Context: an optimization exercise on an open-source flow, tuned for small area, a short achievable clock period and few clock cycles per item. The choices shown serve that exercise and are no tape-out recipe. Where RTL was checked, it was by simulation tests only, not by an equivalence proof against the original. Power and IR drop assume default switching activity.

Design fxp_alu_pipe, start of the top module:
module fxp_alu_pipe #(
  parameter int INST_W    = 4,
  parameter int INT_W     = 6,
  parameter int FRAC_W    = 10,
  parameter int DATA_W    = INT_W + FRAC_W,
  parameter int ACC_DEPTH = 16,
  parameter int ACC_GUARD = 5
) (
  input  logic              i_clk,
  input  logic              i_rst_n,
  input  logic              i_in_valid,
  output logic              o_in_ready,
  input  logic [INST_W-1:0] i_inst,
  input  logic [DATA_W-1:0] i_data_a,
  input  logic [DATA_W-1:0] i_data_b,
  output logic              o_out_valid,
  input  logic              i_out_ready,
  output logic [DATA_W-1:0] o_data,
  output logic              o_sat
);
  localparam int ACC_W = DATA_W + ACC_GUARD;    
  localparam int SW    = ACC_W + 1;             
  localparam int PW    = 2 * DATA_W;            
  localparam int IDX_W = $clog2(ACC_DEPTH);
  logic       rdy_q;
  logic [2:0] cnt_q, cnt_d;
  logic       acc_in, pop;
  assign o_in_ready = rdy_q;
  assign acc_in     = i_in_valid & rdy_q;
  localparam int NPP = DATA_W / 2;
  logic              in_mac, in_arith, in_p1, in_m1;
  logic [NPP-1:0]    bneg_d, bone_d, btwo_d;
  logic [DATA_W-1:0] mx_d;
  assign in_mac   = (i_inst == INST_W'(fxp_alu_pkg::OP_MAC));
  assign in_p1    = (i_inst == INST_W'(fxp_alu_pkg::OP_ADD))
                  | (i_inst == INST_W'(fxp_alu_pkg::OP_ACC));
  assign in_m1    = (i_inst == INST_W'(fxp_alu_pkg::OP_SUB));
  assign in_arith = (i_inst <= INST_W'(fxp_alu_pkg::OP_MAC));
  assign mx_d = in_p1 ? (DATA_W'(1) << FRAC_W)
              : in_m1 ? -(DATA_W'(1) << FRAC_W) : i_data_a;
  always_comb begin
    logic b_hi, b_md, b_lo;
    for (int j = 0; j < NPP; j++) begin
      b_hi = i_data_b[2*j+1];
      b_md = i_data_b[2*j];
      b_lo = (j == 0) ? 1'b0 : i_data_b[2*j-1];
      bneg_d[j] = in_arith & b_hi & ~(b_md & b_lo);
      bone_d[j] = in_arith & (b_md ^ b_lo);
      btwo_d[j] = in_arith & ((b_hi & ~b_md & ~b_lo) | (~b_hi & b_md & b_lo));
    end
  end
  logic              r0_v;
  logic [INST_W-1:0] r0_op;
  logic [DATA_W-1:0] r0_a, r0_b, mx;
  logic [IDX_W-1:0]  idx0;
  logic [NPP-1:0]    bneg, bone, btwo;
  logic              is_accop, is_addsub;
  always_ff @(posedge i_clk or negedge i_rst_n) begin
    if (!i_rst_n) r0_v <= 1'b0;
  ...
Size in the first run: roughly 2200 cells after synthesis, roughly 59 I/O pins, about 30000 sq um of cells after synthesis.
clock: 11.0 ns
lec_check: 0
cap_margin: 20
core_margin: 2
core_utilization: 40
slew_margin: 20
run.sh (not shown) runs the stock make flow with config.mk's settings and CLKGATE_MAP_FILE= SYNTH_SCRIPT=/design/flow/synth_recipe.tcl, a recipe that flattens the netlist after the stock synthesis.
Testbench counts at the start, summed over its fixed seeds: cycles 24,024, items 24,000.
Then changed:
==> flow/flow/run.sh (new file) <==
#!/bin/bash
# Standard ORFS layout (the standard.sh, unchanged synthesis), with the
# timing repair asked to leave setup slack for a shorter period than the
# 11 ns clock the constraints keep.
set -euo pipefail
MARGIN=$(cat flow/margin.txt)
bash standard.sh SETUP_SLACK_MARGIN=$MARGIN finish > flow_make.log 2>&1
==> flow/flow/margin.txt (new file) <==
7.7
==> flow/standard.sh (new file) <==
#!/bin/bash
# synth_recipe.tcl (not shown) runs the flow's synth.tcl, then flattens the netlist and writes it again
# the make line also repeats each setting of config.mk as NAME=value (left out here)
make -C /OpenROAD-flow-scripts/flow DESIGN_CONFIG=/design/flow/config.mk WORK_HOME=/design/flow/orfs CLKGATE_MAP_FILE= SYNTH_SCRIPT=/design/flow/synth_recipe.tcl "${@:-finish}"
removed: flow/run.sh
- global-route usage increases by 0.57 points
- worst setup slack gets better by 750 ps
- count of clock-buffer cells in the layout is lower by 1
- design area goes up by a few percent
- sequential power hardly moves
- final cell count is higher by a few percent
- via count grows by a few percent
- critical path depth came out higher by 3
- fmax went up by about a fifth

* * *

fxp_alu_pipe, a different RTL version from the one above (not shown whole).
For scale: ~630 flip-flops, ~59 I/O pins, roughly 30000 sq um of cells after synthesis.
clock: 11.0 ns
lec_check: 0
cap_margin: 20
core_margin: 2
core_utilization: 55
cts_buf_list: sky130_fd_sc_hd__clkbuf_8 sky130_fd_sc_hd__clkbuf_16
cts_cluster_diameter: 100
cts_cluster_size: 25
slew_margin: 20
standard.sh (not shown) runs the stock make flow with config.mk's settings and CLKGATE_MAP_FILE= SYNTH_SCRIPT=/design/flow/synth_recipe.tcl, a recipe that flattens the netlist after the stock synthesis.
==> flow/flow/run.sh <==
#!/bin/bash
# Standard ORFS layout (the standard.sh, unchanged synthesis), with the
# timing repair asked to leave setup slack for a shorter period than the
# 11 ns clock the constraints keep, and plain buffers on the ports.
set -euo pipefail
MARGIN=$(cat flow/margin.txt)
bash standard.sh SETUP_SLACK_MARGIN=$MARGIN \
  "BUFFER_PORTS_ARGS=-buffer_cell sky130_fd_sc_hd__buf_2" finish > flow_make.log 2>&1
==> flow/flow/margin.txt <==
7.65
The first run went through all stages and came out clean.
Rerun with:
==> flow/flow/margin.txt (replaced) <==
7.7
--- a/flow/config.mk
+++ b/flow/config.mk
@@ -13,0 +14 @@
+export PLACE_DENSITY = 0.75
After rerunning: Final area hardly moves; final cell count hardly moves; setup slack gains 75 ps; sequential power hardly moves; global-route usage goes down by 1.0 points; clock-buffer cell count is unchanged.
Rerun with:
--- a/flow/config.mk
+++ b/flow/config.mk
@@ -14 +13,0 @@
-export PLACE_DENSITY = 0.75
=> Area after synthesis stays the same. Wire length went up by 3.4%. Worst hold slack degrades by 30 ps. Total power went up by 3.0%. Global-route usage went up by 1.1 points. Sequential power hardly moves. Utilization went up by 0.21 points. Via count went down by 2.4%. Fmax hardly moves.
Function was not checked in any run of this note: the RTL went through the layout flow alone.

* * *

Another version of the RTL of fxp_alu_pipe (not shown whole).
Size in the first run: roughly 2400 cells after synthesis, ~59 I/O pins.
clock: 11.0 ns
lec_check: 0
cap_margin: 20
core_margin: 2
core_utilization: 55
cts_buf_list: sky130_fd_sc_hd__clkbuf_8 sky130_fd_sc_hd__clkbuf_16
cts_cluster_diameter: 100
cts_cluster_size: 25
slew_margin: 20
tns_end_percent: 30
==> flow/flow/margin.txt <==
7.7
Scripts as last shown in full above: flow/flow/run.sh
The starting point went through all stages and came out clean.
Testbench counts at the start, summed over its fixed seeds: cycles 24,032, items 24,000.
Rerun with:
--- a/flow/config.mk
+++ b/flow/config.mk
@@ -9,7 +9,6 @@
 export CORE_MARGIN = 2
-export CORE_UTILIZATION = 55
+export CORE_UTILIZATION = 40
 export CTS_BUF_LIST = sky130_fd_sc_hd__clkbuf_8 sky130_fd_sc_hd__clkbuf_16
-export CTS_CLUSTER_DIAMETER = 100
-export CTS_CLUSTER_SIZE = 25
+export CTS_CLUSTER_DIAMETER = 80
+export CTS_CLUSTER_SIZE = 30
 export SLEW_MARGIN = 20
-export TNS_END_PERCENT = 30
After rerunning: Cell count increases by 9.1%. Die area increases by 37%. Final area increases by 2.4%. Clock power increases by 16%. Wire length increases by 1.5%. Synthesized cell count does not change. Sequential share of layout area decreases by 1.2 points. Non-clock buffer count increases by 3. Sequential cell count does not change. Via count decreases by 0.69%.
Rerun with:
==> flow/flow/margin.txt (replaced) <==
7.75
--- a/flow/config.mk
+++ b/flow/config.mk
@@ -9,6 +9,6 @@
 export CORE_MARGIN = 2
-export CORE_UTILIZATION = 40
+export CORE_UTILIZATION = 55
 export CTS_BUF_LIST = sky130_fd_sc_hd__clkbuf_8 sky130_fd_sc_hd__clkbuf_16
-export CTS_CLUSTER_DIAMETER = 80
-export CTS_CLUSTER_SIZE = 30
+export CTS_CLUSTER_DIAMETER = 100
+export CTS_CLUSTER_SIZE = 25
 export SLEW_MARGIN = 20
- The new run finished with timing, DRC and antenna clean
- critical path depth stays the same
- count of clock-buffer cells in the layout fell by 3
- final area fell by 1.4%
- synthesized area is unchanged
- total power fell by 0.65%
- worst setup slack hardly moves
- clock power fell by 15%
- utilization rose by 16 points
- flip-flop and latch count does not change
- die area fell by 27%
Rerun with:
==> flow/flow/margin.txt (replaced) <==
7.7
--- a/flow/config.mk
+++ b/flow/config.mk
@@ -9,3 +9,3 @@
 export CORE_MARGIN = 2
-export CORE_UTILIZATION = 55
+export CORE_UTILIZATION = 65
 export CTS_BUF_LIST = sky130_fd_sc_hd__clkbuf_8 sky130_fd_sc_hd__clkbuf_16
The changed run completed with no timing, DRC or antenna violations.
Count of clock-buffer cells in the layout went down by 2.
Worst setup slack improved by 32 ps.
Sequential share of layout area went up by 0.37 points.
Utilization went up by 11 points.
Routed wire length went down by 5.6%.
Clock power went down by about 4%.
Critical path depth does not change.
Register-to-register slack got worse by 50 ps.
Clock skew went up by 37 ps.
Final cell count went down by 2.9%.

* * *

fxp_alu_pipe again, from the RTL that the note above started with.
Design fxp_alu_pipe, start of the top module:
module fxp_alu_pipe #(
  parameter int INST_W    = 4,
  parameter int INT_W     = 6,
  parameter int FRAC_W    = 10,
  parameter int DATA_W    = INT_W + FRAC_W,
  parameter int ACC_DEPTH = 16,
  parameter int ACC_GUARD = 5
) (
  input  logic              i_clk,
  input  logic              i_rst_n,
  input  logic              i_in_valid,
  output logic              o_in_ready,
  input  logic [INST_W-1:0] i_inst,
  input  logic [DATA_W-1:0] i_data_a,
  input  logic [DATA_W-1:0] i_data_b,
  output logic              o_out_valid,
  input  logic              i_out_ready,
  output logic [DATA_W-1:0] o_data,
  output logic              o_sat
);
  localparam int ACC_W = DATA_W + ACC_GUARD;    
  localparam int SW    = ACC_W + 1;             
  localparam int PW    = 2 * DATA_W;            
  localparam int IDX_W = $clog2(ACC_DEPTH);
  logic       rdy_q;
  logic [2:0] cnt_q, cnt_d;
  logic       acc_in, pop;
  assign o_in_ready = rdy_q;
  assign acc_in     = i_in_valid & rdy_q;
  localparam int NPP = DATA_W / 2;
  logic              in_mac, in_arith, in_p1, in_m1, is_addsub_d;
  logic [NPP-1:0]    bneg_d, bone_d, btwo_d;
  logic [DATA_W-1:0] mx_d;
  assign in_mac   = (i_inst == INST_W'(fxp_alu_pkg::OP_MAC));
  assign in_p1    = (i_inst == INST_W'(fxp_alu_pkg::OP_ADD))
                  | (i_inst == INST_W'(fxp_alu_pkg::OP_ACC));
  assign in_m1    = (i_inst == INST_W'(fxp_alu_pkg::OP_SUB));
  assign is_addsub_d = (i_inst == INST_W'(fxp_alu_pkg::OP_ADD)) | in_m1;
  assign in_arith = (i_inst <= INST_W'(fxp_alu_pkg::OP_MAC));
  assign mx_d = in_p1 ? (DATA_W'(1) << FRAC_W)
              : in_m1 ? -(DATA_W'(1) << FRAC_W) : i_data_a;
  always_comb begin
    logic b_hi, b_md, b_lo;
    for (int j = 0; j < NPP; j++) begin
      b_hi = i_data_b[2*j+1];
      b_md = i_data_b[2*j];
      b_lo = (j == 0) ? 1'b0 : i_data_b[2*j-1];
  ...
==> flow/config.mk <==
export PLATFORM = sky130hd
export DESIGN_NAME = fxp_alu_pipe
export DESIGN_NICKNAME = fxp_alu_pipe
export VERILOG_FILES = /design/flow/design.v
export SDC_FILE = /design/flow/constraint.sdc
export NUM_CORES = 4
export LEC_CHECK = 0
export CAP_MARGIN = 20
export CORE_MARGIN = 2
export CORE_UTILIZATION = 55
export CTS_BUF_LIST = sky130_fd_sc_hd__clkbuf_8 sky130_fd_sc_hd__clkbuf_16
export CTS_CLUSTER_DIAMETER = 100
export CTS_CLUSTER_SIZE = 25
export SLEW_MARGIN = 20
==> flow/constraint.sdc <==
create_clock -name core_clock -period 11.0 [get_ports {i_clk}]
set_input_delay 2.2000 -clock core_clock [delete_from_list [all_inputs] [get_ports {i_clk}]]
set_output_delay 2.2000 -clock core_clock [all_outputs]
set_load 0.01 [all_outputs]
==> flow/flow/margin.txt <==
7.7
Scripts as last shown in full above: flow/flow/run.sh
Testbench counts at the start, summed over its fixed seeds: cycles 24,032, items 24,000.
Then changed:
--- a/flow/config.mk
+++ b/flow/config.mk
@@ -9,3 +9,3 @@
 export CORE_MARGIN = 2
-export CORE_UTILIZATION = 55
+export CORE_UTILIZATION = 60
 export CTS_BUF_LIST = sky130_fd_sc_hd__clkbuf_8 sky130_fd_sc_hd__clkbuf_16
After rerunning: The new run ran to the end with no violations; final area went up by 0.59%; maximum frequency went down by 0.63%; power went up by 2.5%; via count went up by 2.4%; die area went down by 8.2%.
Then changed:
--- a/flow/config.mk
+++ b/flow/config.mk
@@ -9,3 +9,3 @@
 export CORE_MARGIN = 2
-export CORE_UTILIZATION = 60
+export CORE_UTILIZATION = 40
 export CTS_BUF_LIST = sky130_fd_sc_hd__clkbuf_8 sky130_fd_sc_hd__clkbuf_16
Outcome:
- The changed run produced a clean layout
- global-route usage decreases by 10 points
- synthesized cell count does not change
- first-iteration DRC count decreases by 20%
- setup slack is better by 6.4 ps
Then changed:
==> flow/flow/run.sh (replaced) <==
#!/bin/bash
# Standard ORFS layout (the standard.sh, unchanged synthesis), with the
# timing repair asked to leave setup slack for a shorter period than the
# 11 ns clock the constraints keep, plain buffers on the ports, and larger
# clock-tree sink clusters.
set -euo pipefail
MARGIN=$(cat flow/margin.txt)
CTS="$(cat flow/cts_args.txt)"
bash standard.sh SETUP_SLACK_MARGIN=$MARGIN \
  "BUFFER_PORTS_ARGS=-buffer_cell sky130_fd_sc_hd__buf_2" \
  "CTS_ARGS=$CTS" finish > flow_make.log 2>&1
==> flow/flow/cts_args.txt (new file) <==
-sink_clustering_enable -repair_clock_nets -sink_clustering_size 40 -sink_clustering_max_diameter 60 -buf_list sky130_fd_sc_hd__clkbuf_16 -root_buf sky130_fd_sc_hd__clkbuf_16
--- a/flow/config.mk
+++ b/flow/config.mk
@@ -9,6 +9,3 @@
 export CORE_MARGIN = 2
-export CORE_UTILIZATION = 40
-export CTS_BUF_LIST = sky130_fd_sc_hd__clkbuf_8 sky130_fd_sc_hd__clkbuf_16
-export CTS_CLUSTER_DIAMETER = 100
-export CTS_CLUSTER_SIZE = 25
+export CORE_UTILIZATION = 55
 export SLEW_MARGIN = 20
After rerunning: Worst hold slack gains 4.1 ps. Via count is higher by 0.90%. Total power increases by 3.9%. Final area barely changes. Clock power climbs by 32%. Cell count drops by 7.6%. Setup slack gains 31 ps.

what the ideal ports hide:
In the flow no input, the clock included, has a driving cell. The finished layouts below were timed again as built, in two steps.
Step 1 assumes that a clkbuf_16 drives the clock port and a buf_2 every other input.
Step 2 adds t to the input delays and takes it off the output delays; t is the mean of the earliest and latest rising clock arrival at the registers after step 1. Input paths then give back, and output paths get back, about the clock's delay inside the block.
a / b / c = ideal ports / drivers / drivers and shift; a / b = the first two.
| run | t (ns) | setup slack, ns | latest minus earliest clock arrival (ns) | pins driven straight from the clock port |
|---|---|---|---|---|
| the first run of note 1 | 0.670 | 6.744 / 6.744 / 6.667 | 0.056 / 0.055 | 1 |
| the second run of note 1 | 0.678 | 7.497 / 7.470 / 7.129 | 0.030 / 0.031 | 1 |
| the first run of note 2 | 0.684 | 7.546 / 7.546 / 7.179 | 0.024 / 0.024 | 1 |
| the second run of note 2 | 0.671 | 7.621 / 7.561 / 7.126 | 0.031 / 0.031 | 1 |
| the third run of note 2 | 0.687 | 7.624 / 7.565 / 7.154 | 0.039 / 0.040 | 1 |
| the first run of note 3 | 0.686 | 7.526 / 7.526 / 7.131 | 0.021 / 0.021 | 1 |
| the second run of note 3 | 0.670 | 7.612 / 7.549 / 7.112 | 0.055 / 0.054 | 1 |
| the third run of note 3 | 0.681 | 7.613 / 7.550 / 7.147 | 0.032 / 0.032 | 1 |
| the fourth run of note 3 | 0.687 | 7.645 / 7.587 / 7.092 | 0.073 / 0.072 | 1 |
| the first run of note 4 | 0.673 | 7.618 / 7.556 / 7.145 | 0.019 / 0.020 | 1 |
| the second run of note 4 | 0.692 | 7.596 / 7.531 / 7.110 | 0.040 / 0.040 | 1 |
| the third run of note 4 | 0.694 | 7.603 / 7.542 / 7.092 | 0.031 / 0.031 | 1 |
| the fourth run of note 4 | 0.660 | 7.634 / 7.571 / 7.121 | 0.056 / 0.056 | 1 |
After both steps setup and hold are still met in every run listed. The setup slack of the fourth run of note 3, which loses most, moves by -0.058 ns with the drivers and by -0.553 ns with both steps.
